What follows belongs to an exercise in optimizing a design on an open flow for small area, a short achievable clock period and few clock cycles per item; a production flow would make more cautious choices. The RTL was checked by simulation tests, not by an equivalence proof against the original design.

<file path="flow/config.mk">
export PLATFORM = sky130hd
export DESIGN_NAME = pe_array_top
export DESIGN_NICKNAME = pe_array_top
export VERILOG_FILES = /design/flow/design.v
export SDC_FILE = /design/flow/constraint.sdc
export NUM_CORES = 4
export LEC_CHECK = 0
export CAP_MARGIN = 20
export CORE_MARGIN = 2
export CORE_UTILIZATION = 40
export SETUP_SLACK_MARGIN = 2.5
export SLEW_MARGIN = 20
export SYNTH_HIERARCHICAL = 1
export SYNTH_MINIMUM_KEEP_SIZE = 0
export BUFFER_PORTS_ARGS = -buffer_cell sky130_fd_sc_hd__buf_1
</file>
<file path="flow/flow/run.sh">
#!/bin/bash
# Own flow: the standard layout (standard.sh, unchanged synthesis and
# steps), with the port buffers that global placement inserts made of
# sky130_fd_sc_hd__buf_1 instead of the default delay-buffer cell. Every
# input and output port still gets its own buffer.
set -euo pipefail
echo "export BUFFER_PORTS_ARGS = -buffer_cell sky130_fd_sc_hd__buf_1" >> config.mk
bash standard.sh finish > standard.log 2>&1
</file>
<file path="flow/standard.sh">
#!/bin/bash
# synth_recipe.tcl (not shown) runs the flow's synth.tcl, then flattens the netlist and writes it again
# the make line also repeats each setting of config.mk as NAME=value (left out here)
make -C /OpenROAD-flow-scripts/flow DESIGN_CONFIG=/design/flow/config.mk WORK_HOME=/design/flow/orfs CLKGATE_MAP_FILE= SYNTH_SCRIPT=/design/flow/synth_recipe.tcl "${@:-finish}"
</file>
<file path="flow/constraint.sdc">
create_clock -name core_clock -period 7.5 [get_ports {clk}]
set_input_delay 1.5000 -clock core_clock [delete_from_list [all_inputs] [get_ports {clk}]]
set_output_delay 1.5000 -clock core_clock [all_outputs]
set_load 0.01 [all_outputs]
</file>
<file path="flow/design.v">
package pe_array_pkg;
    localparam int FEATURE_WD = 8;
    localparam int WEIGHT_WD  = 8;
    localparam int PROD_WD    = FEATURE_WD + WEIGHT_WD;    
    localparam int ACC_WD     = 18;
    localparam int PE_COL_NUM = 4;
    localparam int PE_H_NUM   = 2;     
    localparam int PE_OC_NUM  = 2;
    localparam int PE_GRP_NUM = 2;     
    localparam int TAP_NUM    = 9;
    localparam int TAP_CNT_WD = 4;
    localparam int GRP_W_WD  = PE_OC_NUM * WEIGHT_WD;
    localparam int GRP_IN_WD = PE_H_NUM * PE_COL_NUM * FEATURE_WD + GRP_W_WD;
    localparam int BEAT_WD   = PE_GRP_NUM * GRP_IN_WD + PE_COL_NUM + PE_GRP_NUM;
    localparam int ROW_ACC_WD = PE_COL_NUM * ACC_WD;                         
    localparam int GRP_ACC_WD = PE_OC_NUM * PE_H_NUM * ROW_ACC_WD;           
    localparam int RESULT_WD  = PE_GRP_NUM * GRP_ACC_WD;                     
endpackage
`timescale 1ns/1ps
module pe_ctrl_fsm (
    input  logic clk,
    input  logic rstn,
    input  logic beat_valid,
    input  logic first,         
    input  logic last,          
    input  logic result_ready,
    output logic beat_ready,
    output logic result_valid,
    output logic beat_fire,
    output logic in_hold,       
    output logic acc_clr,       
    output logic acc_hold       
);
    logic done;                 
    logic in_vld;               
    logic in_last;              
    logic stall;                
    assign stall        = done & ~result_ready;
    assign acc_hold     = stall | ~in_vld;
    assign in_hold      = in_vld & stall;
    assign beat_ready   = ~in_hold;
    assign beat_fire    = beat_valid & beat_ready;
    assign result_valid = done;
    always_ff @(posedge clk or negedge rstn) begin
        if (!rstn) begin
            in_vld  <= 1'b0;
            in_last <= 1'b0;
            acc_clr <= 1'b0;
        end else if (!in_hold) begin
            in_vld  <= beat_fire;
            in_last <= beat_fire & last;
            acc_clr <= beat_fire & first;
        end
    end
    always_ff @(posedge clk or negedge rstn) begin
        if (!rstn) begin
            done <= 1'b0;
        end else if (in_vld & in_last & ~stall) begin
            done <= 1'b1;                  
        end else if (result_ready) begin
            done <= 1'b0;                  
        end
    end
endmodule
`timescale 1ns/1ps
module tap_counter (
    input  logic clk,
    input  logic rstn,
    input  logic beat_fire,
    output logic first,
    output logic last
);
    logic [pe_array_pkg::TAP_CNT_WD-1:0] tap_cnt;
    assign last  = (tap_cnt == pe_array_pkg::TAP_CNT_WD'(pe_array_pkg::TAP_NUM - 1));
    assign first = (tap_cnt == '0);
    always_ff @(posedge clk or negedge rstn) begin
        if (!rstn) begin
            tap_cnt <= '0;
        end else if (beat_fire) begin
            if (last) begin
                tap_cnt <= '0;
            end else begin
                tap_cnt <= tap_cnt + 1'b1;
            end
        end
    end
endmodule
`timescale 1ns/1ps
module pe_row (
    input  logic                                                              clk,
    input  logic                                                              acc_clr,
    input  logic                                                              acc_hold,
    input  logic [pe_array_pkg::PE_COL_NUM*pe_array_pkg::FEATURE_WD-1:0]      features,
    input  logic [3:0]                                                        one,
    input  logic [3:0]                                                        two,
    input  logic [3:0]                                                        neg,
    input  logic [3:0]                                                        nz,
    output logic [pe_array_pkg::ROW_ACC_WD-1:0]                               acc
);
    localparam int COL_NUM = pe_array_pkg::PE_COL_NUM;
    localparam int F_WD    = pe_array_pkg::FEATURE_WD;
    localparam int A_WD    = pe_array_pkg::ACC_WD;
    localparam logic [A_WD-1:0] PRE = 18'h10300;
    localparam int SPLIT   = 9;    
    logic [COL_NUM*A_WD-1:0] acc_s;         
    logic [COL_NUM*A_WD-1:0] acc_s_nxt;
    logic [COL_NUM-1:0]      acc_c;         
    logic [COL_NUM-1:0]      acc_c_nxt;
    for (genvar c = 0; c < COL_NUM; c++) begin : g_mac
        pe_mac u_mac (
            .f   (features[F_WD*c +: F_WD]),
            .one (one),
            .two (two),
            .neg (neg),
            .nz  (nz),
            .a   (acc_clr ? PRE : acc_s[A_WD*c +: A_WD]),
            .ci  (acc_c[c] & ~acc_clr),
            .s   (acc_s_nxt[A_WD*c +: A_WD]),
            .co  (acc_c_nxt[c])
        );
        assign acc[A_WD*c +: A_WD] = {acc_s[A_WD*c + SPLIT +: A_WD - SPLIT] + (A_WD - SPLIT)'(acc_c[c]),
                                      acc_s[A_WD*c +: SPLIT]};
    end
    always_ff @(posedge clk) begin
        if (!acc_hold) begin
            acc_s <= acc_s_nxt;
            acc_c <= acc_c_nxt;
        end
    end
endmodule
module pe_mac (
    input  logic [7:0]  f,
    input  logic [3:0]  one,
    input  logic [3:0]  two,
    input  logic [3:0]  neg,
    input  logic [3:0]  nz,
    input  logic [17:0] a,
    input  logic        ci,
    output logic        co,
    output logic [17:0] s
);
    logic pp0_0;
    logic pp0_1;
    logic pp0_2;
    logic pp0_3;
    logic pp0_4;
    logic pp0_5;
    logic pp0_6;
    logic pp0_7;
    logic pp0_8;
    logic pp1_0;
    logic pp1_1;
    logic pp1_2;
    logic pp1_3;
    logic pp1_4;
    logic pp1_5;
    logic pp1_6;
    logic pp1_7;
    logic pp1_8;
    logic pp2_0;
    logic pp2_1;
    logic pp2_2;
    logic pp2_3;
    logic pp2_4;
    logic pp2_5;
    logic pp2_6;
    logic pp2_7;
    logic pp2_8;
    logic pp3_0;
    logic pp3_1;
    logic pp3_2;
    logic pp3_3;
    logic pp3_4;
    logic pp3_5;
    logic pp3_6;
    logic pp3_7;
    logic pp3_8;
    logic s0;
    logic c0;
    logic s1;
    logic c1;
    logic s2;
    logic c2;
    logic s3;
    logic c3;
    logic s4;
    logic c4;
    logic s5;
    logic c5;
    logic s6;
    logic c6;
    logic s7;
    logic c7;
    logic s8;
    logic c8;
    logic s9;
    logic c9;
    logic s10;
    logic c10;
    logic s11;
    logic c11;
    logic s12;
    logic c12;
    logic s13;
    logic c13;
    logic s14;
    logic c14;
    logic s15;
    logic c15;
    logic s16;
    logic c16;
    logic s17;
    logic c17;
    logic s18;
    logic c18;
    logic s19;
    logic c19;
    logic s20;
    logic c20;
    logic s21;
    logic c21;
    logic s22;
    logic c22;
    logic s23;
    logic c23;
    logic s24;
    logic c24;
    logic s25;
    logic c25;
    logic s26;
    logic c26;
    logic s27;
    logic c27;
    logic s28;
    logic c28;
    logic s29;
    logic c29;
    logic s30;
    logic c30;
    logic s31;
    logic c31;
    logic s32;
    logic c32;
    logic s33;
    logic c33;
    logic s34;
    logic c34;
    logic s35;
    logic c35;
    logic s36;
    logic c36;
    assign pp0_0 = (one[0] & f[0]) ^ neg[0];
    assign pp0_1 = ((one[0] & f[1]) | (two[0] & f[0])) ^ neg[0];
    assign pp0_2 = ((one[0] & f[2]) | (two[0] & f[1])) ^ neg[0];
    assign pp0_3 = ((one[0] & f[3]) | (two[0] & f[2])) ^ neg[0];
    assign pp0_4 = ((one[0] & f[4]) | (two[0] & f[3])) ^ neg[0];
    assign pp0_5 = ((one[0] & f[5]) | (two[0] & f[4])) ^ neg[0];
    assign pp0_6 = ((one[0] & f[6]) | (two[0] & f[5])) ^ neg[0];
    assign pp0_7 = ((one[0] & f[7]) | (two[0] & f[6])) ^ neg[0];
    assign pp0_8 = ~((nz[0] & f[7]) ^ neg[0]);
    assign pp1_0 = (one[1] & f[0]) ^ neg[1];
    assign pp1_1 = ((one[1] & f[1]) | (two[1] & f[0])) ^ neg[1];
    assign pp1_2 = ((one[1] & f[2]) | (two[1] & f[1])) ^ neg[1];
    assign pp1_3 = ((one[1] & f[3]) | (two[1] & f[2])) ^ neg[1];
    assign pp1_4 = ((one[1] & f[4]) | (two[1] & f[3])) ^ neg[1];
    assign pp1_5 = ((one[1] & f[5]) | (two[1] & f[4])) ^ neg[1];
    assign pp1_6 = ((one[1] & f[6]) | (two[1] & f[5])) ^ neg[1];
    assign pp1_7 = ((one[1] & f[7]) | (two[1] & f[6])) ^ neg[1];
    assign pp1_8 = ~((nz[1] & f[7]) ^ neg[1]);
    assign pp2_0 = (one[2] & f[0]) ^ neg[2];
    assign pp2_1 = ((one[2] & f[1]) | (two[2] & f[0])) ^ neg[2];
    assign pp2_2 = ((one[2] & f[2]) | (two[2] & f[1])) ^ neg[2];
    assign pp2_3 = ((one[2] & f[3]) | (two[2] & f[2])) ^ neg[2];
    assign pp2_4 = ((one[2] & f[4]) | (two[2] & f[3])) ^ neg[2];
    assign pp2_5 = ((one[2] & f[5]) | (two[2] & f[4])) ^ neg[2];
    assign pp2_6 = ((one[2] & f[6]) | (two[2] & f[5])) ^ neg[2];
    assign pp2_7 = ((one[2] & f[7]) | (two[2] & f[6])) ^ neg[2];
    assign pp2_8 = ~((nz[2] & f[7]) ^ neg[2]);
    assign pp3_0 = (one[3] & f[0]) ^ neg[3];
    assign pp3_1 = ((one[3] & f[1]) | (two[3] & f[0])) ^ neg[3];
    assign pp3_2 = ((one[3] & f[2]) | (two[3] & f[1])) ^ neg[3];
    assign pp3_3 = ((one[3] & f[3]) | (two[3] & f[2])) ^ neg[3];
    assign pp3_4 = ((one[3] & f[4]) | (two[3] & f[3])) ^ neg[3];
    assign pp3_5 = ((one[3] & f[5]) | (two[3] & f[4])) ^ neg[3];
    assign pp3_6 = ((one[3] & f[6]) | (two[3] & f[5])) ^ neg[3];
    assign pp3_7 = ((one[3] & f[7]) | (two[3] & f[6])) ^ neg[3];
    assign pp3_8 = ~((nz[3] & f[7]) ^ neg[3]);
    pe_ha u_ha0 (.a(neg[2]), .b(pp0_4), .s(s0), .co(c0));
    pe_ha u_ha1 (.a(pp0_5), .b(pp1_3), .s(s1), .co(c1));
    pe_fa u_fa2 (.a(neg[3]), .b(pp0_6), .c(pp1_4), .s(s2), .co(c2));
    pe_ha u_ha3 (.a(pp2_2), .b(pp3_0), .s(s3), .co(c3));
    pe_fa u_fa4 (.a(pp0_7), .b(pp1_5), .c(pp2_3), .s(s4), .co(c4));
    pe_ha u_ha5 (.a(pp3_1), .b(a[7]), .s(s5), .co(c5));
    pe_fa u_fa6 (.a(pp0_8), .b(pp1_6), .c(pp2_4), .s(s6), .co(c6));
    pe_ha u_ha7 (.a(pp3_2), .b(a[8]), .s(s7), .co(c7));
    pe_fa u_fa8 (.a(pp1_7), .b(pp2_5), .c(pp3_3), .s(s8), .co(c8));
    pe_ha u_ha9 (.a(a[9]), .b(ci), .s(s9), .co(c9));
    pe_fa u_fa10 (.a(pp1_8), .b(pp2_6), .c(pp3_4), .s(s10), .co(c10));
    pe_ha u_ha11 (.a(neg[1]), .b(pp0_2), .s(s11), .co(c11));
    pe_ha u_ha12 (.a(pp0_3), .b(pp1_1), .s(s12), .co(c12));
    pe_fa u_fa13 (.a(pp1_2), .b(pp2_0), .c(a[4]), .s(s13), .co(c13));
    pe_fa u_fa14 (.a(pp2_1), .b(a[5]), .c(c0), .s(s14), .co(c14));
    pe_fa u_fa15 (.a(a[6]), .b(c1), .c(s3), .s(s15), .co(c15));
    pe_fa u_fa16 (.a(c3), .b(c2), .c(s5), .s(s16), .co(c16));
    pe_fa u_fa17 (.a(c5), .b(c4), .c(s7), .s(s17), .co(c17));
    pe_fa u_fa18 (.a(c7), .b(c6), .c(s9), .s(s18), .co(c18));
    pe_fa u_fa19 (.a(a[10]), .b(c9), .c(c8), .s(s19), .co(c19));
    pe_fa u_fa20 (.a(pp2_7), .b(pp3_5), .c(a[11]), .s(s20), .co(c20));
    pe_ha u_ha21 (.a(pp2_8), .b(pp3_6), .s(s21), .co(c21));
    pe_ha u_ha22 (.a(neg[0]), .b(pp0_0), .s(s22), .co(c22));
    pe_ha u_ha23 (.a(pp0_1), .b(a[1]), .s(s23), .co(c23));
    pe_fa u_fa24 (.a(pp1_0), .b(a[2]), .c(s11), .s(s24), .co(c24));
    pe_fa u_fa25 (.a(a[3]), .b(c11), .c(s12), .s(s25), .co(c25));
    pe_fa u_fa26 (.a(c12), .b(s0), .c(s13), .s(s26), .co(c26));
    pe_fa u_fa27 (.a(s1), .b(c13), .c(s14), .s(s27), .co(c27));
    pe_fa u_fa28 (.a(s2), .b(c14), .c(s15), .s(s28), .co(c28));
    pe_fa u_fa29 (.a(s4), .b(c15), .c(s16), .s(s29), .co(c29));
    pe_fa u_fa30 (.a(s6), .b(c16), .c(s17), .s(s30), .co(c30));
    pe_fa u_fa31 (.a(s8), .b(c17), .c(s18), .s(s31), .co(c31));
    pe_fa u_fa32 (.a(s10), .b(c18), .c(s19), .s(s32), .co(c32));
    pe_fa u_fa33 (.a(c10), .b(s20), .c(c19), .s(s33), .co(c33));
    pe_fa u_fa34 (.a(a[12]), .b(s21), .c(c20), .s(s34), .co(c34));
    pe_fa u_fa35 (.a(pp3_7), .b(a[13]), .c(c21), .s(s35), .co(c35));
    pe_ha u_ha36 (.a(pp3_8), .b(a[14]), .s(s36), .co(c36));
    logic [9:0] s_lo;
    assign s_lo = {c29, c28, c27, c26, c25, c24, c23, c22, s22} + {s30, s29, s28, s27, s26, s25, s24, s23, a[0]};
    assign co   = s_lo[9];
    assign s    = {{a[17], a[16], c36, c35, c34, c33, c32, c31, c30} + {1'b0, 1'b0, a[15], s36, s35, s34, s33, s32, s31}, s_lo[8:0]};
endmodule
module pe_fa (
    input  logic a,
    input  logic b,
    input  logic c,
    output logic s,
    output logic co
);
    assign s  = a ^ b ^ c;
    assign co = (a & b) | (a & c) | (b & c);
endmodule
module pe_ha (
    input  logic a,
    input  logic b,
    output logic s,
    output logic co
);
    assign s  = a ^ b;
    assign co = a & b;
endmodule
`timescale 1ns/1ps
module pe_ic_group (
    input  logic                                clk,
    input  logic                                in_hold,
    input  logic                                acc_clr,
    input  logic                                acc_hold,
    input  logic                                grp_vld,
    input  logic [pe_array_pkg::GRP_IN_WD-1:0]  grp_in,
    input  logic [pe_array_pkg::PE_COL_NUM-1:0] col_vld,
    output logic [pe_array_pkg::GRP_ACC_WD-1:0] grp_acc
);
    localparam int OC_NUM  = pe_array_pkg::PE_OC_NUM;
    localparam int H_NUM   = pe_array_pkg::PE_H_NUM;
    localparam int COL_NUM = pe_array_pkg::PE_COL_NUM;
    localparam int F_WD    = pe_array_pkg::FEATURE_WD;
    localparam int W_WD    = pe_array_pkg::WEIGHT_WD;
    localparam int FR_WD   = COL_NUM * F_WD;
    localparam int WS_WD   = pe_array_pkg::GRP_W_WD;
    localparam int ROW_WD  = pe_array_pkg::ROW_ACC_WD;
    logic [H_NUM*FR_WD-1:0] feat_m;
    logic [H_NUM*FR_WD-1:0] feat_q;
    for (genvar h = 0; h < H_NUM; h++) begin : g_fm
        for (genvar c = 0; c < COL_NUM; c++) begin : g_c
            assign feat_m[FR_WD*h + F_WD*c +: F_WD] =
                grp_in[WS_WD + FR_WD*h + F_WD*c +: F_WD] & {F_WD{grp_vld & col_vld[c]}};
        end
    end
    always_ff @(posedge clk) begin
        if (!in_hold) begin
            feat_q <= feat_m;
        end
    end
    for (genvar oc = 0; oc < OC_NUM; oc++) begin : g_oc
        logic [W_WD-1:0] w;
        logic [W_WD:0]   wx;         
        logic [3:0]      one;        
        logic [3:0]      two;        
        logic [3:0]      neg;        
        logic [3:0]      nz;         
        assign w  = grp_in[W_WD*oc +: W_WD];
        assign wx = {w, 1'b0};
        for (genvar k = 0; k < 4; k++) begin : g_booth
            always_ff @(posedge clk) begin
                if (!in_hold) begin
                    one[k] <= wx[2*k+1] ^ wx[2*k];
                    two[k] <= (wx[2*k+2] & ~wx[2*k+1] & ~wx[2*k]) | (~wx[2*k+2] & wx[2*k+1] & wx[2*k]);
                    neg[k] <= wx[2*k+2];
                    nz[k]  <= wx[2*k+1] ^ wx[2*k] | (wx[2*k+2] ^ wx[2*k+1]);
                end
            end
        end
        for (genvar h = 0; h < H_NUM; h++) begin : g_h
            pe_row u_row (
                .clk      (clk),
                .acc_clr  (acc_clr),
                .acc_hold (acc_hold),
                .features (feat_q[FR_WD*h +: FR_WD]),    
                .one      (one),                       
                .two      (two),
                .neg      (neg),
                .nz       (nz),
                .acc      (grp_acc[ROW_WD*(H_NUM*oc + h) +: ROW_WD])
            );
        end
    end
endmodule
`timescale 1ns/1ps
module pe_array_top (
    input  logic                                   clk,
    input  logic                                   rstn,
    input  logic [pe_array_pkg::BEAT_WD-1:0]       beat,
    input  logic                                   beat_valid,
    output logic                                   beat_ready,
    output logic [pe_array_pkg::RESULT_WD-1:0]     result,
    output logic                                   result_valid,
    input  logic                                   result_ready
);
    localparam int GRP_NUM = pe_array_pkg::PE_GRP_NUM;
    localparam int COL_NUM = pe_array_pkg::PE_COL_NUM;
    localparam int IN_WD   = pe_array_pkg::GRP_IN_WD;
    localparam int ACC_WD  = pe_array_pkg::GRP_ACC_WD;
    logic beat_fire;
    logic in_hold;
    logic acc_clr;
    logic acc_hold;
    logic first;
    logic last;
    pe_ctrl_fsm u_ctrl (
        .clk          (clk),
        .rstn         (rstn),
        .beat_valid   (beat_valid),
        .first        (first),
        .last         (last),
        .result_ready (result_ready),
        .beat_ready   (beat_ready),
        .result_valid (result_valid),
        .beat_fire    (beat_fire),
        .in_hold      (in_hold),
        .acc_clr      (acc_clr),
        .acc_hold     (acc_hold)
    );
    tap_counter u_tap (
        .clk       (clk),
        .rstn      (rstn),
        .beat_fire (beat_fire),
        .first     (first),
        .last      (last)
    );
    for (genvar g = 0; g < GRP_NUM; g++) begin : g_grp
        pe_ic_group u_grp (
            .clk       (clk),
            .in_hold   (in_hold),
            .acc_clr   (acc_clr),
            .acc_hold  (acc_hold),
            .grp_vld   (beat[g]),
            .grp_in    (beat[GRP_NUM + COL_NUM + IN_WD*g +: IN_WD]),
            .col_vld   (beat[GRP_NUM +: COL_NUM]),    
            .grp_acc   (result[ACC_WD*g +: ACC_WD])
        );
    end
endmodule
</file>
==> run notes, run 1 <==
Worst EP required 8.00 ns; Std-Cell Rows 182; fin crit share 64.8%; Post-Syn Area 98600 sq um; Final Skew 0.0464 ns; Worst Reg-to-Reg Cells 12; core footprint 245000 sq um; Final HPWL DP 232000 microns; Die W 500 microns; hold depth 2; Max transition margin 22.8%; largest area contributor in the netlist edfxtp_1; vias in the first global route 75201; crit path cell chain buf_12 > a22oi_1 > xnor2_1 > fa_1 > fa_1 > fa_1 > ha_1 > fa_1 > a21o_1 > a211oi_2 > nor2_1 > a311o_1; Cell Area, Placed 102000 sq um; Worst Setup Start Kind register; H-tree levels 3; sequential area share after synthesis 24.6%; # DRC 0; Synth top area share 24.4%; share of cells above drive strength 1 5.47%; Ports 748; final wirelength 316000 microns; Final nets 11415; RD Place Congestion 0.917; final hold vios 0; fmax 0.206 GHz; top cells by area, synth edfxtp_1 (24%), fa_1 (18%), xnor2_1 (13%), ha_1 (13%), a22oi_1 (6.8%); Hold Buf Count CTS 0; Die Area 250000 sq um; crit path DAT 5.36 ns; R2R setup slack 2.64 ns; Crit Path Class reg2reg; WL/cell 24.9 microns; synthesis-to-layout area growth 7.07%; status timing/DRC/antenna clean; Syn Inst Count 9304; drt first pass iters 6; synthesis-stage register bit count 808; Crit path largest cell delay 1.06 ns; Post-DRT Antenna Nets 0; Crit-path slowest cell edfxtp_1; Avg Inst Size Synth 10.6 sq um; CTS Root Cell clkbuf_16; synth warn 10; Vias 72607; Port Buffer Count 747; clk buf depth 3; Hold Path Class reg2reg; max_cap viols 0; nature of the critical path endpoint register; final instance area 106000 sq um; largest net degree at the start of global routing 103; RSZ-0062 raised after global routing no; first-pass GRT wire length 472000 microns; Setup-failing EPs final 0; CP Max Fanout 35; drt first-iter violations 6211; clk slew on worst S/H paths 0.06 ns; most used cell, CP fa_1; clock latency on the worst-skew pair 0.79 ns; GRT Total Usage 24.7%; setup TNS 0 ns; GR Overflow Total 0; CTS sink count 808; post-route minimum period 4.86 ns; Initial Util 40.1%; synth unique cells 52; Layout fillers 23263; initial antenna violation count 18; Num CTS Buffers 110; Final Max Slew Viols 0; die height 500 microns; vias per cell 5.71; syn_nets 11324; CTS tree yes; Worst Tran Pin Value 1.16 ns
## cell type report
type	instances	area, sq um	area share, %
multi-input cells	7289	68500	64.9
flip-flops and latches	808	24200	23.0
well taps	3220	4030	3.82
repair buffers	863	3980	3.77
clock buffers	130	2870	2.72
inverters	323	1220	1.16
clock inverters	74	688	0.652
diodes	5	12.5	0.0119
## Yosys stat by module, one instance, submodules excluded, a selection
module / flops+latches / cells / times used / cell area, sq um
pe_row: 76 / 274 / 8 / 3620
pe_fa: 0 / 1 / 800 / 20.0
tap_counter: 4 / 24 / 1 / 226
pe_ic_group: 96 / 223 / 2 / 3750
pe_mac: 0 / 170 / 32 / 1280
pe_ha: 0 / 1 / 384 / 12.5
pe_ctrl_fsm: 4 / 18 / 1 / 190
## critical path, delay by kind of cell (launching register included)
kind,cells,cell delay [ns]
AO/OA/AOI/OAI,4,0.86
XOR/XNOR,1,0.19
adder cells (fa/ha/maj),5,2.03
buffers and inverters,1,0.31
flip-flops,1,1.06
AND/OR/NAND/NOR,1,0.10
## synthesized netlist by cell type, drive strengths merged
cell type and count:
mux2i 2, and3 176, mux2 12, xnor2 1480, nand4 64, nor4 32, a21oi 352, or2 144
nand2 410, o211ai 64, ha 986, nor2 184, and2 1, a31oi 64, and4b 1, edfxtp 800
nor3b 1, xor2 324, buf 472, and3b 1, a22oi 896, nand3b 1, nor2b 540, dfrtp 8
fa 864, nand2b 3, nand3 176, a211oi 33, o21ai 132, nor3 112, or3 32, a21boi 1
clkbuf 412, and4 8, a311o 32, a21o 129, inv 323, o221ai 32
## metrics by stage
step / utilization (%) / hold WS (ns) / setup slack (ns) / cells
after floorplan: - / 0.449 / 3.00 / 9304
after global placement: 41.5 / 0.464 / 2.68 / 12493
after detailed placement: 41.5 / 0.479 / 2.57 / 12493
after CTS: 42.9 / 0.476 / 2.56 / 12697
after global routing: 43.0 / 0.542 / 2.50 / 12707
final: 43.0 / 0.470 / 2.64 / 12712
## path summary, 6_finish.rpt
check                                                                               end                               startpoint
worst min register to register                                  u_ctrl.done$_DFFE_PN0P_               u_ctrl.in_last$_DFFE_PN0N_
min in group asynchronous                                       u_ctrl.done$_DFFE_PN0P_                                     rstn
max in group asynchronous                                    u_ctrl.acc_clr$_DFFE_PN0N_                                     rstn
worst max-delay path            g_grp[1].u_grp.g_oc[0].g_h[0].u_row.acc_s[53]$_DFFE_PN_  g_grp[1].u_grp.g_oc[0].two[2]$_DFFE_PN_
worst max register to register  g_grp[1].u_grp.g_oc[0].g_h[0].u_row.acc_s[53]$_DFFE_PN_  g_grp[1].u_grp.g_oc[0].two[2]$_DFFE_PN_
worst min-delay path                                            u_ctrl.done$_DFFE_PN0P_               u_ctrl.in_last$_DFFE_PN0N_
## layer usage
layer | GRT usage [%] | up-vias | wire, microns | part of all wire, %
li1 | - | 32623 | - | -
met1 | 30.3 | 36440 | 122000 | 39
met2 | 40.7 | 3036 | 148000 | 47
met3 | 5.64 | 502 | 28200 | 8.9
met4 | 12.6 | 6 | 18400 | 5.8
met5 | 0 | - | 34 | 0.011
## cells by family after synthesis
family,share of synthesized area [%]
buffers and inverters,5.92
adder cells (fa/ha/maj),30.1
AO/OA/AOI/OAI,12.9
AND/OR/NAND/NOR,10.3
XOR/XNOR,16.0
multiplexers,0.157
flip-flops,24.6
## placed cells by master (no fill, tap or decap), types with 88 or more instances in the layout
cell type,count
xor2_1,324
nor2_1,184
nor2b_1,532
or2_1,96
fa_1,864
xnor2_1,1480
buf_4,88
a21oi_1,320
clkbuf_16,112
nand2_1,410
inv_1,313
ha_1,986
a22oi_1,896
nand3_1,168
and3_1,148
nor3_1,96
a21o_1,129
edfxtp_1,800
buf_1,741
## flip-flops by register name, summed over array words and instances (netlist names), 4 cells and up
name                              count
g_grp.u_grp.feat_q                  128
g_grp.u_grp.g_oc.g_h.u_row.acc_c     32
g_grp.u_grp.g_oc.g_h.u_row.acc_s    576
g_grp.u_grp.g_oc.neg                 16
g_grp.u_grp.g_oc.nz                  16
g_grp.u_grp.g_oc.one                 16
g_grp.u_grp.g_oc.two                 16
u_tap.tap_cnt                         4
## what timing repair did
| item | 4_1_cts | 5_1_grt |
|---|---|---|
| resized for setup | 0 | 2 |
| endpoints found under the setup margin | 0 | 25 |
| setup buffers | 0 | 9 |
| hold endpoints to repair | 0 | 0 |
Testbench counts, summed over its fixed seeds: cycles 10,816, rows 1,200.
==> inputs of run 2 (changes only) <==
--- a/flow/config.mk
+++ b/flow/config.mk
@@ -9,5 +9,5 @@
 export CORE_MARGIN = 2
 export CORE_UTILIZATION = 40
-export SETUP_SLACK_MARGIN = 2.5
+export SETUP_SLACK_MARGIN = 3.0
 export SLEW_MARGIN = 20
 export SYNTH_HIERARCHICAL = 1
==> run 2 against run 1 <==
Compared with the run above: synthesized cell count did not move; synthesized area is the same; clock skew rose by 0.0024 ns; critical path type unchanged; largest cell class unchanged.
==> run notes, run 2 <==
CTS Root Cell clkbuf_16; Syn Inst Count 9304; setup ws final 3.09 ns; Final HPWL DP 232000 microns; core footprint 245000 sq um; Worst Tran Pin Value 1.07 ns; CTS sink count 808; Post-DRT Antenna Nets 0; drt first pass iters 6; nature of the critical path endpoint register; Crit Path Class reg2reg; Synth top area share 24.4%; CP Max Fanout 80; Hold Buf Count CTS 0; Hold Path Class reg2reg; Die Area 250000 sq um; most common library cells after synthesis xnor2_1 (1480), ha_1 (986), a22oi_1 (896); initial antenna violation count 19; synth unique cells 52; RSZ-0062 raised after global routing yes; vias per cell 5.67; WL/cell 24.7 microns; syn_nets 11324; GR Overflow Total 0; Std-Cell Rows 182; Post-Syn Area 98600 sq um; clock latency on the worst-skew pair 0.80 ns; Avg Inst Size Synth 10.6 sq um; Largest Register g_grp.u_grp.g_oc.g_h.u_row.acc_s; CTS tree yes; # DRC 0; sequential area share after synthesis 24.6%; Ports 748; post-route minimum period 4.41 ns; synthesis-stage register bit count 808; crit path DAT 4.92 ns; clk buf depth 3; vias in the first global route 75932; largest area contributor in the netlist edfxtp_1; largest net degree at the start of global routing 103; Max transition margin 29.0%; Die W 500 microns; fmax 0.227 GHz; final wirelength 322000 microns; Final Max Slew Viols 0; Largest register FFs 576; H-tree levels 3; Setup-failing EPs final 0; max_cap viols 0; Worst Setup Start Kind register; most common cell after layout, fill and taps aside xnor2_1; top cells by area, synth edfxtp_1 (24%), fa_1 (18%), xnor2_1 (13%), ha_1 (13%), a22oi_1 (6.8%); clk slew on worst S/H paths 0.06 ns; first-pass GRT wire length 477000 microns; RD Place Congestion 0.917; final hold vios 0; status timing/DRC/antenna clean; biggest regs g_grp.u_grp.g_oc.g_h.u_row.acc_s x576, g_grp.u_grp.feat_q x128, g_grp.u_grp.g_oc.g_h.u_row.acc_c x32; Util after Layout 44.5%; Vias 73976; synthesis-to-layout area growth 10.9%; Post-synth EDFFs 800; Num CTS Buffers 110; setup TNS 0 ns; synth warn 10; share of cells above drive strength 1 8.65%; Final Skew 0.0488 ns; dominant cell by count in the synthesized netlist xnor2_1; Port Buffer Count 747; setup slack at placement 2.57 ns; dominant synthesized flop cell edfxtp_1; GRT Total Usage 25.0%; Hold Slack 0.474 ns; Initial Util 40.1%; fin crit share 58.8%; Worst EP required 8.01 ns; ys async rst share 0.990%; drt first-iter violations 6367; die height 500 microns; Final nets 11745; most frequent cells in the layout xnor2_1 (1480), ha_1 (986), a22oi_1 (896), fa_1 (864), edfxtp_1 (800)
==> run 2: cell counts after synthesis <==
No cell type changed its count.
==> run 2: routing by layer <==
layer / track usage, % / share of wire, % / vias up
li1: - / - / 33291
met1: 30.6 / 39 / 37157
met2: 40.9 / 47 / 2984
met3: 5.83 / 8.7 / 536
met4: 13.5 / 6.1 / 8
met5: 0 / 0.015 / -
==> run 2: logic make-up (layout without fill, tap and decap cells) <==
group           after synthesis  after routing  synth area share (%)
xor+xnor                   1804           1804                  16.0
fa+ha+maj                  1850           1850                  30.1
simple gates               1886           1886                  10.3
buf+inv                    1207           1720                  5.92
other cells                   0              2                     0
compound gates             1735           1735                  12.9
mux                          14             14                 0.157
flops                       808            808                  24.6
==> run 2: critical path, stage by stage, from the launching register on <==
cell      delay [ns]
edfxtp_1        0.38
buf_12          0.51
xor2_1          0.20
fa_1            0.48
fa_1            0.54
fa_1            0.43
ha_1            0.23
fa_1            0.42
a21o_1          0.21
a211oi_2        0.23
nor2_1          0.11
a311o_1         0.31
==> run 2: stage by stage <==
step                std cells  cell area, sq um
floorplan                9304             98600
global placement        12493            102000
detailed placement      12493            102000
CTS                     12927            108000
global route            13037            109000
finish                  13039            109000
==> run 2: worst paths after layout <==
path	end	slack, ns	start	cells after the start
min in group asynchronous	u_ctrl.done$_DFFE_PN0P_	0.64	rstn	1
setup / recovery	g_grp[0].u_grp.g_oc[1].g_h[1].u_row.acc_s[35]$_DFFE_PN_	3.09	g_grp[0].u_grp.g_oc[1].neg[0]$_DFFE_PN_	11
max in group asynchronous	u_ctrl.acc_clr$_DFFE_PN0N_	6.50	rstn	1
hold / removal	u_ctrl.done$_DFFE_PN0P_	0.47	u_ctrl.in_last$_DFFE_PN0N_	2
setup reg to reg	g_grp[0].u_grp.g_oc[1].g_h[1].u_row.acc_s[35]$_DFFE_PN_	3.09	g_grp[0].u_grp.g_oc[1].neg[0]$_DFFE_PN_	11
hold reg to reg	u_ctrl.done$_DFFE_PN0P_	0.47	u_ctrl.in_last$_DFFE_PN0N_	2
==> run 2: area by class of cell <==
class	count	area [sq um]
well taps	3220	4030
inverters	323	1220
flip-flops and latches	808	24200
clock buffers	130	2870
repair buffers	1193	7760
diodes	2	5.00
multi-input cells	7289	68500
clock inverters	74	688
fillers	22962	136000
==> run 2: repair_timing <==
item,in CTS,in global routing
endpoints found under the setup margin,69,60
buffers inserted,230,107
cloned,0,1
resized for setup,14,37
==> run 2: Yosys stat by module, one instance, submodules excluded, a selection <==
module | times used | cells inside | flops+latches
pe_ic_group | 2 | 223 | 96
pe_row | 8 | 274 | 76
pe_mac | 32 | 170 | 0
tap_counter | 1 | 24 | 4
pe_ctrl_fsm | 1 | 18 | 4
pe_fa | 800 | 1 | 0
pe_ha | 384 | 1 | 0
==> inputs of run 3 (changes only) <==
--- a/flow/config.mk
+++ b/flow/config.mk
@@ -9,5 +9,5 @@
 export CORE_MARGIN = 2
 export CORE_UTILIZATION = 40
-export SETUP_SLACK_MARGIN = 3.0
+export SETUP_SLACK_MARGIN = 3.5
 export SLEW_MARGIN = 20
 export SYNTH_HIERARCHICAL = 1
==> run 3 against run 2 <==
Compared with the run above: still clean; wire length is 8.9% higher; design area is 6.1% higher; critical path type unchanged.
==> run notes, run 3 <==
largest area contributor in the netlist edfxtp_1; Final Max Slew Viols 0; Std-Cell Rows 182; Util after Layout 47.3%; Die Area 250000 sq um; most common library cells after synthesis xnor2_1 (1480), ha_1 (986), a22oi_1 (896); Avg Inst Size Synth 10.6 sq um; Worst Reg-to-Reg Cells 13; Hold Buf Count CTS 0; CTS Root Cell clkbuf_16; dominant cell by count in the synthesized netlist xnor2_1; synthesis-stage register bit count 808; Post-DRT Antenna Nets 0; Hold Crit Start u_ctrl.in_last$_DFFE_PN0N_; first-pass GRT wire length 503000 microns; Worst EP required 8.02 ns; # DRC 0; initial antenna violation count 19; worst hold path endpoint u_ctrl.done$_DFFE_PN0P_; Setup-failing EPs final 0; Largest Register g_grp.u_grp.g_oc.g_h.u_row.acc_s; Max transition margin 27.6%; CTS sink count 808; fin crit share 54.9%; Crit path largest cell delay 0.52 ns; clk slew on worst S/H paths 0.06 ns; WL/cell 26.2 microns; Ports 748; most common cell after layout, fill and taps aside xnor2_1; core footprint 245000 sq um; Largest register FFs 576; drt first-iter violations 7449; reg2reg start u_ctrl.acc_clr$_DFFE_PN0N_; Syn Inst Count 9304; vias in the first global route 77718; synth warn 10; Worst Setup Start Kind register; Vias 77126; Crit-path slowest cell dfrtp_4; share of cells above drive strength 1 16.3%; top cells by area, synth edfxtp_1 (24%), fa_1 (18%), xnor2_1 (13%), ha_1 (13%), a22oi_1 (6.8%); R2R setup slack 3.38 ns; CP Max Fanout 12; GRT Total Usage 26.7%; Final HPWL DP 231000 microns; Crit Path Class reg2reg; RD Place Congestion 0.934; setup TNS 0 ns; Worst Tran Pin Value 1.09 ns; post-route minimum period 4.12 ns; most frequent cells in the layout xnor2_1 (1441), ha_1 (899), edfxtp_1 (800), a22oi_1 (785), buf_1 (733); GR Overflow Total 0; crit path DAT 4.64 ns; vias per cell 5.77; nature of the critical path endpoint register; Hold Slack 0.492 ns; Post-Syn Area 98600 sq um; die height 500 microns; synthesis-to-layout area growth 17.7%; crit path cell chain buf_12 > buf_8 > buf_16 > or2_4 > ha_4 > fa_1 > fa_1 > ha_4 > fa_2 > a21o_1 > a211oi_2 > nor2_2 > a311o_1; hold depth 2; largest net degree at the start of global routing 81; drt first pass iters 6; final hold vios 0; Synth top area share 24.4%; H-tree levels 3; synth unique cells 52; Post-synth EDFFs 800; CTS tree yes; RSZ-0062 raised after global routing yes; ys async rst share 0.990%; final wirelength 350000 microns; Die W 500 microns; sequential area share after synthesis 24.6%; Port Buffer Count 747; max_cap viols 0; syn_nets 11324; dominant synthesized flop cell edfxtp_1; Num CTS Buffers 110; Critical R2R Capture g_grp[0].u_grp.g_oc[0].g_h[1].u_row.acc_s[35]$_DFFE_PN_; clk buf depth 3; Final Skew 0.0511 ns; status timing/DRC/antenna clean; Final nets 12058; biggest regs g_grp.u_grp.g_oc.g_h.u_row.acc_s x576, g_grp.u_grp.feat_q x128, g_grp.u_grp.g_oc.g_h.u_row.acc_c x32; Initial Util 40.1%; Hold Path Class reg2reg; fmax 0.243 GHz; clock latency on the worst-skew pair 0.82 ns
==> run 3: cell types whose count changed in the layout (fill, tap and decap cells not counted), sizes merged, moves of 2 or more <==
cell and change:
buf +255, bufbuf +35, bufinv +2, clkbuf +17
diode +8
==> run 3: worst max-delay path by stage <==
stage	start	endpoint	slack, ns	depth (start not counted)
2_1_floorplan	g_grp[0].u_grp.g_oc[0].two[1]$_DFFE_PN_	g_grp[0].u_grp.g_oc[0].g_h[0].u_row.acc_s[17]$_DFFE_PN_	3.00	11
3_3_place_gp	g_grp[1].u_grp.g_oc[0].two[0]$_DFFE_PN_	g_grp[1].u_grp.g_oc[0].g_h[0].u_row.acc_s[35]$_DFFE_PN_	2.59	12
3_5_place_dp	g_grp[1].u_grp.g_oc[0].two[0]$_DFFE_PN_	g_grp[1].u_grp.g_oc[0].g_h[1].u_row.acc_s[35]$_DFFE_PN_	2.50	12
4_1_cts	u_ctrl.acc_clr$_DFFE_PN0N_	g_grp[1].u_grp.g_oc[0].g_h[1].u_row.acc_s[35]$_DFFE_PN_	3.41	13
5_1_grt	g_grp[1].u_grp.g_oc[1].one[1]$_DFFE_PN_	g_grp[1].u_grp.g_oc[1].g_h[1].u_row.acc_s[17]$_DFFE_PN_	3.28	13
6_report	u_ctrl.acc_clr$_DFFE_PN0N_	g_grp[0].u_grp.g_oc[0].g_h[1].u_row.acc_s[35]$_DFFE_PN_	3.38	13
==> run 3: area by class of cell <==
cell class	instances	area (sq um)
sequential	808	24200
clock buffer	124	2850
tap	3220	4030
multi-input combinational	7289	70700
inverter	323	1230
antenna	10	25.0
fill	22263	129000
timing repair buffer	1506	12200
clock inverter	78	782
==> run 3: metal layers <==
layer / wire length (microns) / GRT usage, % / vias to the layer above
li1: - / - / 33929
met1: 133000 / 33.4 / 38639
met2: 161000 / 42.7 / 3856
met3: 34300 / 5.80 / 694
met4: 21900 / 14.9 / 8
met5: 39 / 0 / -
==> run 3: through the flow <==
step                area [sq um]  instances  worst slack, ns
finish                    116000      13358             3.38
floorplan                  98600       9304             3.00
global route              116000      13351             3.28
CTS                       113000      13249             3.41
global placement          102000      12501             2.59
detailed placement        102000      12502             2.50
==> run 3: per-module statistics from Yosys, one instance, submodules excluded, a selection <==
| module | flip-flops and latches | cell area [sq um] |
|---|---|---|
| pe_ic_group | 96 | 3750 |
| pe_row | 76 | 3620 |
| pe_mac | 0 | 1280 |
| tap_counter | 4 | 226 |
| pe_ctrl_fsm | 4 | 190 |
| pe_fa | 0 | 20.0 |
| pe_ha | 0 | 12.5 |
==> run 3: cell families (layout without fill, tap and decap cells) <==
family                   after synthesis  count (layout)  share of synthesized area (%)
AND/OR/NAND/NOR                     1886            1886                           10.3
AO/OA/AOI/OAI                       1735            1735                           12.9
buffers and inverters               1207            2031                           5.92
XOR/XNOR                            1804            1804                           16.0
other                                  0              10                              0
adder cells (fa/ha/maj)             1850            1850                           30.1
flip-flops                           808             808                           24.6
multiplexers                          14              14                          0.157
==> run 3: what timing repair did <==
action,in CTS,in global routing
setup endpoints to repair,363,88
gates cloned,42,24
setup buffers,503,75
gates resized for setup,382,332
pin swaps,125,266
==> run 3: worst max-delay path, delay by kind of cell, from the launching register on <==
kind,cells,cell delay [ns]
AOI/OAI and AO/OA,3,0.74
adders and majority gates,5,1.79
buffers and inverters,3,0.46
DFF,1,0.52
and+or+nand+nor,2,0.31
==> inputs of run 4 (changes only) <==
--- a/flow/config.mk
+++ b/flow/config.mk
@@ -13,3 +13,4 @@
 export SYNTH_HIERARCHICAL = 1
 export SYNTH_MINIMUM_KEEP_SIZE = 0
+export TNS_END_PERCENT = 30
 export BUFFER_PORTS_ARGS = -buffer_cell sky130_fd_sc_hd__buf_1
==> run 4 against run 3 <==
Compared with the run above: register-to-register slack got worse by 0.02 ns; hold slack got worse by 0.0016 ns; largest cell class unchanged; utilization decreased by 0.44 points; still clean on timing, DRC and antenna; critical path type unchanged; synthesized area unchanged; critical endpoint is now g_grp[0].u_grp.g_oc[1].g_h[0].u_row.acc_s[71]$_DFFE_PN_; die area unchanged; sequential share of layout area increased by 0.20 points; final cell count decreased by 0.16%.
==> run notes, run 4 <==
reg2reg start u_ctrl.acc_clr$_DFFE_PN0N_; clock latency on the worst-skew pair 0.80 ns; core footprint 245000 sq um; synth unique cells 52; post-route minimum period 4.14 ns; initial antenna violation count 20; critical path endpoint g_grp[0].u_grp.g_oc[1].g_h[0].u_row.acc_s[71]$_DFFE_PN_; Die Area 250000 sq um; fin crit share 55.2%; Max transition margin 25.1%; Std-Cell Rows 182; Final Max Slew Viols 0; Syn Inst Count 9304; vias per cell 5.78; vias in the first global route 78661; synthesis-stage register bit count 808; Post-DRT Antenna Nets 0; synthesis-to-layout area growth 16.6%; share of cells above drive strength 1 15.2%; CTS sink count 808; sequential area share after synthesis 24.6%; syn_nets 11324; Synth Area in Compound Gates 12.9%; Largest register FFs 576; most frequent cells in the layout xnor2_1 (1451), ha_1 (935), edfxtp_1 (800), a22oi_1 (791), buf_1 (739); top cells by area, synth edfxtp_1 (24%), fa_1 (18%), xnor2_1 (13%), ha_1 (13%), a22oi_1 (6.8%); Port Buffer Count 747; dominant synthesized flop cell edfxtp_1; Crit Path Class reg2reg; H-tree levels 3; post-synthesis mux area share 0.157%; biggest regs g_grp.u_grp.g_oc.g_h.u_row.acc_s x576, g_grp.u_grp.feat_q x128, g_grp.u_grp.g_oc.g_h.u_row.acc_c x32; Ports 748; Final HPWL DP 230000 microns; Critical Path Start u_ctrl.acc_clr$_DFFE_PN0N_; hold depth 2; setup TNS 0 ns; Critical R2R Capture g_grp[0].u_grp.g_oc[1].g_h[0].u_row.acc_s[71]$_DFFE_PN_; Num CTS Buffers 106; R2R setup slack 3.36 ns; GR Overflow Total 0; Final Skew 0.0495 ns; RSZ-0062 raised after global routing yes; xor-xnor portion of the synthesized cell area 16.0%; clk buf depth 3; nature of the critical path endpoint register; # DRC 0; Post-synth EDFFs 800; Synth top area share 24.4%; final instance area 115000 sq um; status timing/DRC/antenna clean; Post-Syn Area 98600 sq um; Vias 77137; most common library cells after synthesis xnor2_1 (1480), ha_1 (986), a22oi_1 (896); dominant cell by count in the synthesized netlist xnor2_1; final hold vios 0; RD Place Congestion 0.900; drt first-iter violations 7288; Final nets 12042; die height 500 microns; Worst Setup Start Kind register; WL/cell 26.2 microns; Worst Reg-to-Reg Cells 13; Worst EP required 8.03 ns; first-pass GRT wire length 509000 microns; largest net degree at the start of global routing 81; CP Max Fanout 6; simple-gate portion of the synthesized area 10.3%; ys async rst share 0.990%; GRT Total Usage 27.0%; CTS Root Cell clkbuf_16; largest area contributor in the netlist edfxtp_1; CTS tree yes; Worst Tran Pin Value 1.12 ns; clk slew on worst S/H paths 0.06 ns; drt first pass iters 7; post-synthesis adder-cell area fraction 30.1%; Die W 500 microns; Hold Path Class reg2reg; largest family of logic cells by synthesized area adder cells; Largest Register g_grp.u_grp.g_oc.g_h.u_row.acc_s; final wirelength 349000 microns; Hold Buf Count CTS 0; crit path DAT 4.67 ns; fmax 0.242 GHz; most common cell after layout, fill and taps aside xnor2_1; max_cap viols 0; Initial Util 40.1%; synth warn 10; Avg Inst Size Synth 10.6 sq um; Cell Area, Placed 102000 sq um; Setup-failing EPs final 0
run 4: cell types whose count changed in the layout (fill, tap and decap cells not counted), moves of 10 or more:
| cell | change |
|---|---|
| xnor2_1 | +10 |
| fa_1 | -10 |
| clkbuf_16 | -20 |
| fa_2 | +10 |
| buf_16 | +11 |
| ha_2 | -14 |
| buf_12 | -25 |
| ha_4 | -22 |
| or2_4 | -18 |
| or2_1 | +18 |
| buf_4 | +23 |
| ha_1 | +36 |
run 4: modules after synthesis, one instance, submodules excluded, a selection:
module | cells inside | flip-flops and latches
pe_ctrl_fsm | 18 | 4
pe_fa | 1 | 0
pe_ha | 1 | 0
pe_ic_group | 223 | 96
pe_mac | 170 | 0
tap_counter | 24 | 4
run 4: area by class of cell:
class / instances / area [sq um]
Tap cell: 3220 / 4030
Multi-Input combinational cell: 7289 / 70100
Antenna cell: 8 / 20.0
Sequential cell: 808 / 24200
Timing Repair Buffer: 1494 / 11800
Inverter: 323 / 1220
Fill cell: 22528 / 131000
Clock buffer: 127 / 2800
Clock inverter: 68 / 762
run 4: worst min path at each step:
stage / start / to / slack [ns]
global placement: u_ctrl.in_last$_DFFE_PN0N_ / u_ctrl.done$_DFFE_PN0P_ / 0.46
global route: u_ctrl.in_last$_DFFE_PN0N_ / u_ctrl.done$_DFFE_PN0P_ / 0.54
finish: u_ctrl.in_last$_DFFE_PN0N_ / u_ctrl.done$_DFFE_PN0P_ / 0.49
CTS: u_ctrl.in_last$_DFFE_PN0N_ / u_ctrl.done$_DFFE_PN0P_ / 0.50
detailed placement: u_ctrl.in_last$_DFFE_PN0N_ / u_ctrl.done$_DFFE_PN0P_ / 0.47
floorplan: u_ctrl.in_last$_DFFE_PN0N_ / u_ctrl.done$_DFFE_PN0P_ / 0.45
run 4: through the flow:
step | cells | utilization [%] | setup slack (ns) | hold WS (ns)
after global routing | 13329 | 46.8 | 3.27 | 0.543
after floorplan | 9304 | - | 3.00 | 0.449
final | 13337 | 46.8 | 3.36 | 0.490
after global placement | 12491 | 41.5 | 2.67 | 0.461
after CTS | 13288 | 46.4 | 3.40 | 0.503
after detailed placement | 12491 | 41.5 | 2.62 | 0.472
run 4: cell families after synthesis:
logic type,Yosys count
AOI/OAI and AO/OA,1735
xor gates and xnor gates,1804
adders and majority gates,1850
buffers and inverters,1207
DFF,808
muxes,14
and+or+nand+nor,1886
run 4: worst max-delay path, cell delays in order, from the launching register on:
cell	delay, ns
dfrtp_4	0.53
buf_16	0.19
buf_16	0.18
buf_12	0.15
or2_4	0.25
ha_4	0.27
fa_1	0.43
fa_1	0.46
ha_2	0.21
fa_2	0.36
a21o_1	0.18
a211oi_2	0.22
nor2_2	0.08
a311o_1	0.31
run 4: what timing repair did:
action,4_1_cts,5_1_grt
setup buffers,547,34
setup endpoints to repair,353,112
pin swaps,111,117
gates cloned,55,6
resized for setup,444,158
run 4: layer usage:
metal  wire, microns  global-route usage, %
met5             110                      0
met4           21800                   14.6
met3           34400                   6.05
met2          161000                   43.7
met1          132000                   33.6
==> inputs of run 5 (changes only) <==
--- a/flow/config.mk
+++ b/flow/config.mk
@@ -9,5 +9,5 @@
 export CORE_MARGIN = 2
 export CORE_UTILIZATION = 40
-export SETUP_SLACK_MARGIN = 3.5
+export SETUP_SLACK_MARGIN = 3.25
 export SLEW_MARGIN = 20
 export SYNTH_HIERARCHICAL = 1
==> run 5 against run 4 <==
Compared with the run above: die area did not move; still clean on timing, DRC and antenna; wire length is 4.1% lower; sequential share of layout area rose by 0.59 points; largest cell class unchanged; critical path depth fell by 2; via count decreased by 2.4%; critical endpoint is now g_grp[1].u_grp.g_oc[0].g_h[1].u_row.acc_s[53]$_DFFE_PN_; clock skew shrank 0.020 ns; design area down 2.7%; count of clock-buffer cells in the layout is 5 higher; global-route usage shrank 1.4 points.
==> run notes, run 5 <==
crit path DAT 4.77 ns; most common library cells after synthesis xnor2_1 (1480), ha_1 (986), a22oi_1 (896); drt first pass iters 6; Worst EP required 8.03 ns; most common cell after layout, fill and taps aside xnor2_1; Die W 500 microns; clk buf depth 3; most frequent cells in the layout xnor2_1 (1479), ha_1 (972), a22oi_1 (858), fa_1 (814), edfxtp_1 (800); synthesis-stage register bit count 808; Final nets 11890; Layout fillers 22743; Port Buffer Count 747; met1 Track Usage GR 31.3%; clk slew on worst S/H paths 0.06 ns; first-pass GRT wire length 488000 microns; share of cells above drive strength 1 11.2%; Worst Reg-to-Reg Cells 11; Final Max Slew Viols 0; Worst Tran Pin Value 1.06 ns; top cells by area, synth edfxtp_1 (24%), fa_1 (18%), xnor2_1 (13%), ha_1 (13%), a22oi_1 (6.8%); RD Place Congestion 0.922; CP Max Fanout 40; Die Area 250000 sq um; CTS Root Cell clkbuf_16; # DRC 0; R2R setup slack 3.26 ns; Largest Register g_grp.u_grp.g_oc.g_h.u_row.acc_s; vias per cell 5.71; vias in the first global route 77832; Largest register FFs 576; Post-synth EDFFs 800; Synth top area share 24.4%; WL/cell 25.4 microns; fin crit share 56.6%; max_cap viols 0; core footprint 245000 sq um; status timing/DRC/antenna clean; H-tree levels 3; dominant synthesized flop cell edfxtp_1; final hold vios 0; die height 500 microns; syn_nets 11324; Most Crowded Layer GR met2; GRT Total Usage 25.6%; register area 24200 sq um; Post-DRT Antenna Nets 0; initial antenna violation count 22; hold depth 2; post-route minimum period 4.24 ns; Initial Util 40.1%; Crit Path Class reg2reg; Syn Inst Count 9304; CTS tree yes; Vias 75265; synthesis-to-layout area growth 13.5%; Max transition margin 28.9%; Critical R2R Capture g_grp[1].u_grp.g_oc[0].g_h[1].u_row.acc_s[53]$_DFFE_PN_; Num CTS Buffers 111; met2 GRT Util 41.9%; Worst Setup Start Kind register; Setup-failing EPs final 0; Multi-input gate area 68900 sq um; setup TNS 0 ns; dominant cell by count in the synthesized netlist xnor2_1; Hold Path Class reg2reg; worst hold path endpoint u_ctrl.done$_DFFE_PN0P_; Hold Crit Start u_ctrl.in_last$_DFFE_PN0N_; nature of the critical path endpoint register; Final Skew 0.0294 ns; Hold Slack 0.473 ns; largest area contributor in the netlist edfxtp_1; sequential area share after synthesis 24.6%; largest net degree at the start of global routing 81; reg2reg start g_grp[1].u_grp.g_oc[0].neg[2]$_DFFE_PN_; GR Overflow Total 0; CTS sink count 808; ys async rst share 0.990%; final wirelength 335000 microns; drt first-iter violations 6579; GR Util met3 5.23%; Post-Syn Area 98600 sq um; synth warn 10; Std-Cell Rows 182; fmax 0.236 GHz; synth unique cells 52; final instance area 112000 sq um; biggest regs g_grp.u_grp.g_oc.g_h.u_row.acc_s x576, g_grp.u_grp.feat_q x128, g_grp.u_grp.g_oc.g_h.u_row.acc_c x32; Final HPWL DP 231000 microns; RSZ-0062 raised after global routing yes; clock latency on the worst-skew pair 0.80 ns; Ports 748; Avg Inst Size Synth 10.6 sq um; Cell Area, Placed 102000 sq um
==> run 5: layout make-up <==
cell class,instances,share of cell area (%)
antenna,5,0.0112
timing repair buffer,1337,8.57
tap,3220,3.60
sequential,808,21.7
inverter,323,1.10
clock inverter,78,0.866
clock buffer,132,2.57
multi-input combinational,7289,61.6
==> run 5: kinds of logic after synthesis <==
family                     after synthesis  synth area share, %
xor gates and xnor gates              1804                 16.0
muxes                                   14                0.157
DFF                                    808                 24.6
buffers and inverters                 1207                 5.92
and+or+nand+nor                       1886                 10.3
adders and majority gates             1850                 30.1
AOI/OAI and AO/OA                     1735                 12.9
==> run 5: repair_timing <==
item                                    4_1_cts  5_1_grt
hold buffers                                  0        0
endpoints found under the setup margin      130       63
resized for setup                            62      180
pin swaps                                     0       16
cloned                                        9       17
setup buffers                               421       31
==> run 5: worst max-delay path: stages (launching register included) <==
cell       delay (ns)
edfxtp_1         0.54
clkbuf_16        0.37
xnor2_1          0.17
fa_1             0.41
fa_1             0.54
fa_1             0.43
ha_1             0.23
fa_1             0.41
a21o_1           0.20
a211oi_2         0.22
nor2_1           0.10
a311o_1          0.31
==> run 5: per-module statistics from Yosys (local to each module, per instance), a selection <==
module	copies in the design	flops+latches	area [sq um]
pe_ctrl_fsm	1	4	190
pe_mac	32	0	1280
tap_counter	1	4	226
pe_fa	800	0	20.0
pe_ic_group	2	96	3750
pe_ha	384	0	12.5
pe_row	8	76	3620
==> run 5: stage by stage <==
stage,worst slack [ns],cells,utilization [%]
global route,3.17,13189,45.5
finish,3.26,13192,45.6
CTS,3.22,13139,45.0
global placement,2.74,12499,41.5
floorplan,3.00,9304,-
detailed placement,2.64,12499,41.5
==> run 5: per-layer routing <==
metal  routed length, microns  part of all wire, %  vias up
li1                         -                    -    33557
met3                    29300                  8.8      672
met5                       85                0.025        -
met2                   155000                   46     3322
met1                   127000                   38    37698
met4                    23000                  6.9       16
==> run 5: worst max-delay path by stage <==
stage / start / endpoint / cells past startpoint
final: g_grp[1].u_grp.g_oc[0].neg[2]$_DFFE_PN_ / g_grp[1].u_grp.g_oc[0].g_h[1].u_row.acc_s[53]$_DFFE_PN_ / 11
after global placement: g_grp[1].u_grp.g_oc[0].two[0]$_DFFE_PN_ / g_grp[1].u_grp.g_oc[0].g_h[0].u_row.acc_s[53]$_DFFE_PN_ / 12
after detailed placement: g_grp[1].u_grp.g_oc[1].one[1]$_DFFE_PN_ / g_grp[1].u_grp.g_oc[1].g_h[1].u_row.acc_s[53]$_DFFE_PN_ / 12
after CTS: g_grp[1].u_grp.g_oc[1].neg[2]$_DFFE_PN_ / g_grp[1].u_grp.g_oc[1].g_h[1].u_row.acc_s[53]$_DFFE_PN_ / 11
after floorplan: g_grp[0].u_grp.g_oc[0].two[1]$_DFFE_PN_ / g_grp[0].u_grp.g_oc[0].g_h[0].u_row.acc_s[17]$_DFFE_PN_ / 11
after global routing: g_grp[0].u_grp.g_oc[0].one[2]$_DFFE_PN_ / g_grp[0].u_grp.g_oc[0].g_h[0].u_row.acc_s[35]$_DFFE_PN_ / 12
==> inputs of run 6 (changes only) <==
--- a/flow/config.mk
+++ b/flow/config.mk
@@ -9,8 +9,8 @@
 export CORE_MARGIN = 2
 export CORE_UTILIZATION = 40
-export SETUP_SLACK_MARGIN = 3.25
+export SETUP_SLACK_MARGIN = 3.5
 export SLEW_MARGIN = 20
 export SYNTH_HIERARCHICAL = 1
 export SYNTH_MINIMUM_KEEP_SIZE = 0
-export TNS_END_PERCENT = 30
+export TNS_END_PERCENT = 10
 export BUFFER_PORTS_ARGS = -buffer_cell sky130_fd_sc_hd__buf_1
==> run 6 against run 5 <==
Compared with the run above: still clean; non-clock buffer count up 123; utilization up 1.0 points; worst setup slack better by 0.13 ns; critical path depth up 3; hold slack better by 0.021 ns; first-iteration DRC count up 2.2%; design area up 2.3%; critical path type unchanged; highest routed layer unchanged.
==> run notes, run 6 <==
Most Crowded Layer GR met2; clk buf depth 3; GR Util met3 5.83%; Post-DRT Antenna Nets 0; crit path DAT 4.65 ns; Worst Setup Start Kind register; largest area contributor in the netlist edfxtp_1; clk slew on worst S/H paths 0.06 ns; post-route minimum period 4.11 ns; placed cell count 12501; most frequent cells in the layout xnor2_1 (1462), ha_1 (947), a22oi_1 (801), edfxtp_1 (800), buf_1 (741); Std-Cell Rows 182; synth unique cells 52; fin crit share 54.8%; most common cell after layout, fill and taps aside xnor2_1; Post-synth EDFFs 800; ys async rst share 0.990%; core footprint 245000 sq um; Synth top area share 24.4%; synthesis-stage register bit count 808; CTS tree yes; syn_nets 11324; Largest register FFs 576; clock latency on the worst-skew pair 0.80 ns; R2R setup slack 3.39 ns; Port Buffer Count 747; Final Skew 0.0380 ns; # DRC 0; Die Area 250000 sq um; Initial Util 40.1%; met2 GRT Util 43.1%; Max transition margin 22.8%; share of cells above drive strength 1 14.3%; synth warn 10; Die W 500 microns; Post-Syn Area 98600 sq um; CP Max Fanout 3; vias in the first global route 78014; max_cap viols 0; Layout fillers 22476; Multi-input gate area 69800 sq um; Cell Area, Placed 102000 sq um; GR Overflow Total 0; status timing/DRC/antenna clean; Worst EP required 8.04 ns; H-tree levels 3; RD Place Congestion 0.910; Final HPWL DP 232000 microns; Hold Buf Count CTS 0; drt first-iter violations 6727; final wirelength 343000 microns; first-pass GRT wire length 501000 microns; sequential area share after synthesis 24.6%; Ports 748; nature of the critical path endpoint register; Setup-failing EPs final 0; Vias 76231; critical path's top delay family adder cells; dominant cell by count in the synthesized netlist xnor2_1; fmax 0.243 GHz; die height 500 microns; Avg Inst Size Synth 10.6 sq um; WL/cell 25.7 microns; CP bufs+invs 3; Final nets 12009; met1 Track Usage GR 32.5%; most common library cells after synthesis xnor2_1 (1480), ha_1 (986), a22oi_1 (896); Largest Register g_grp.u_grp.g_oc.g_h.u_row.acc_s; vias per cell 5.73; register area 24200 sq um; crit path cell chain buf_6 > buf_6 > buf_4 > a22oi_2 > xnor2_2 > fa_2 > fa_1 > fa_1 > ha_2 > fa_2 > a21o_1 > a211oi_2 > nor2_2 > a311o_1; top cells by area, synth edfxtp_1 (24%), fa_1 (18%), xnor2_1 (13%), ha_1 (13%), a22oi_1 (6.8%); largest net degree at the start of global routing 81; CTS sink count 808; setup TNS 0 ns; CTS Root Cell clkbuf_16; Syn Inst Count 9304; Worst Tran Pin Value 1.16 ns; Hold Path Class reg2reg; drt first pass iters 6; Crit-path slowest cell fa_1; final hold vios 0; Final Max Slew Viols 0; Crit path largest cell delay 0.51 ns; post-route insts no fill 13302; biggest regs g_grp.u_grp.g_oc.g_h.u_row.acc_s x576, g_grp.u_grp.feat_q x128, g_grp.u_grp.g_oc.g_h.u_row.acc_c x32; GRT Total Usage 26.4%; final instance area 114000 sq um; Crit Path Class reg2reg; synthesis-to-layout area growth 16.0%; Num CTS Buffers 107; initial antenna violation count 22; dominant synthesized flop cell edfxtp_1; RSZ-0062 raised after global routing yes
## run 6: cell counts after synthesis
No cell type changed its count.
## run 6: final timing paths
| kind | startpoint | endpoint | depth (start not counted) |
|---|---|---|---|
| min | u_ctrl.in_last$_DFFE_PN0N_ | u_ctrl.done$_DFFE_PN0P_ | 2 |
| min in group asynchronous | rstn | u_tap.tap_cnt[0]$_DFFE_PN0P_ | 1 |
| max reg2reg | g_grp[1].u_grp.g_oc[0].one[1]$_DFFE_PN_ | g_grp[1].u_grp.g_oc[0].g_h[1].u_row.acc_s[35]$_DFFE_PN_ | 14 |
| min reg2reg | u_ctrl.in_last$_DFFE_PN0N_ | u_ctrl.done$_DFFE_PN0P_ | 2 |
| max | g_grp[1].u_grp.g_oc[0].one[1]$_DFFE_PN_ | g_grp[1].u_grp.g_oc[0].g_h[1].u_row.acc_s[35]$_DFFE_PN_ | 14 |
| max in group asynchronous | rstn | u_ctrl.acc_clr$_DFFE_PN0N_ | 1 |
## run 6: Yosys stat by module (local to each module, per instance), a selection
module	cells inside	flops+latches
pe_mac	170	0
pe_fa	1	0
tap_counter	24	4
pe_ha	1	0
pe_ic_group	223	96
pe_row	274	76
pe_ctrl_fsm	18	4
## run 6: through the flow
| stage | hold WS, ns | setup WS [ns] | util [%] |
|---|---|---|---|
| after floorplan | 0.449 | 3.00 | - |
| after global placement | 0.469 | 2.64 | 41.5 |
| after detailed placement | 0.485 | 2.55 | 41.5 |
| after CTS | 0.505 | 3.39 | 46.1 |
| after global routing | 0.535 | 3.30 | 46.6 |
| final | 0.493 | 3.39 | 46.6 |
## run 6: final cells by class
cell class / instances / share of cell area [%]
Timing Repair Buffer: 1460 / 10.1
Clock inverter: 73 / 0.693
Inverter: 323 / 1.07
Multi-Input combinational cell: 7289 / 61.0
Tap cell: 3220 / 3.52
Sequential cell: 808 / 21.2
Antenna cell: 6 / 0.0131
Clock buffer: 123 / 2.41
## run 6: repair_timing
action	4_1_cts	5_1_grt
resized for setup	310	190
cloned	41	11
setup buffers	520	27
setup endpoints to repair	322	86
pin swaps	63	91
## run 6: metal layers
metal | part of all wire [%] | wire [microns] | vias up
met2 | 46 | 158000 | 3595
met4 | 6.7 | 23100 | 10
li1 | - | - | 33828
met5 | 0.019 | 65 | -
met3 | 9.2 | 31600 | 752
met1 | 38 | 130000 | 38046
## run 6: worst min-delay path: cells and delay by family (launching register included)
family / cells / cell delay, ns
DFF: 1 / 0.35
and+or+nand+nor: 2 / 0.11
## run 6: cells by family (layout without fill, tap and decap cells)
kind of cell	Yosys count	after routing	synth area share [%]
compound gates	1735	1735	12.9
xor+xnor	1804	1804	16.0
fa+ha+maj	1850	1850	30.1
buf+inv	1207	1979	5.92
flops	808	808	24.6
mux	14	14	0.157
other cells	0	6	0
simple gates	1886	1886	10.3

-- re-timing with driven ports --
Ports are ideal in the flow. The routed layouts listed here were re-timed in OpenROAD. Step 1: set_driving_cell puts a clkbuf_16 on clk and a buf_2 on each other input, an assumption about the parent block. Step 2 also shifts input and output timing later by t, the mid clock arrival at the registers, as if the neighbouring blocks saw the same clock. Slacks: ideal / step 1 / step 2; pairs: ideal / step 1.
| run | t, ns | setup slack, ns | latest minus earliest clock arrival (ns) | slew at the worst register clock pin (ns) |
|---|---|---|---|---|
| run 1 | 0.861 | 2.642 / 2.642 / 2.642 | 0.047 / 0.047 | 0.07 / 0.07 |
| run 2 | 0.865 | 3.090 / 3.090 / 3.090 | 0.051 / 0.051 | 0.07 / 0.07 |
| run 3 | 0.887 | 3.379 / 3.379 / 3.140 | 0.052 / 0.053 | 0.07 / 0.07 |
| run 4 | 0.867 | 3.362 / 3.362 / 3.032 | 0.055 / 0.055 | 0.07 / 0.07 |
| run 5 | 0.876 | 3.258 / 3.248 / 3.258 | 0.032 / 0.032 | 0.07 / 0.07 |
| run 6 | 0.871 | 3.391 / 3.355 / 3.391 | 0.047 / 0.047 | 0.07 / 0.07 |
After both steps setup and hold are still met in every run listed. For run 4, which loses most, drivers alone change the setup slack by 0.000 ns; drivers and shift together by -0.330 ns.
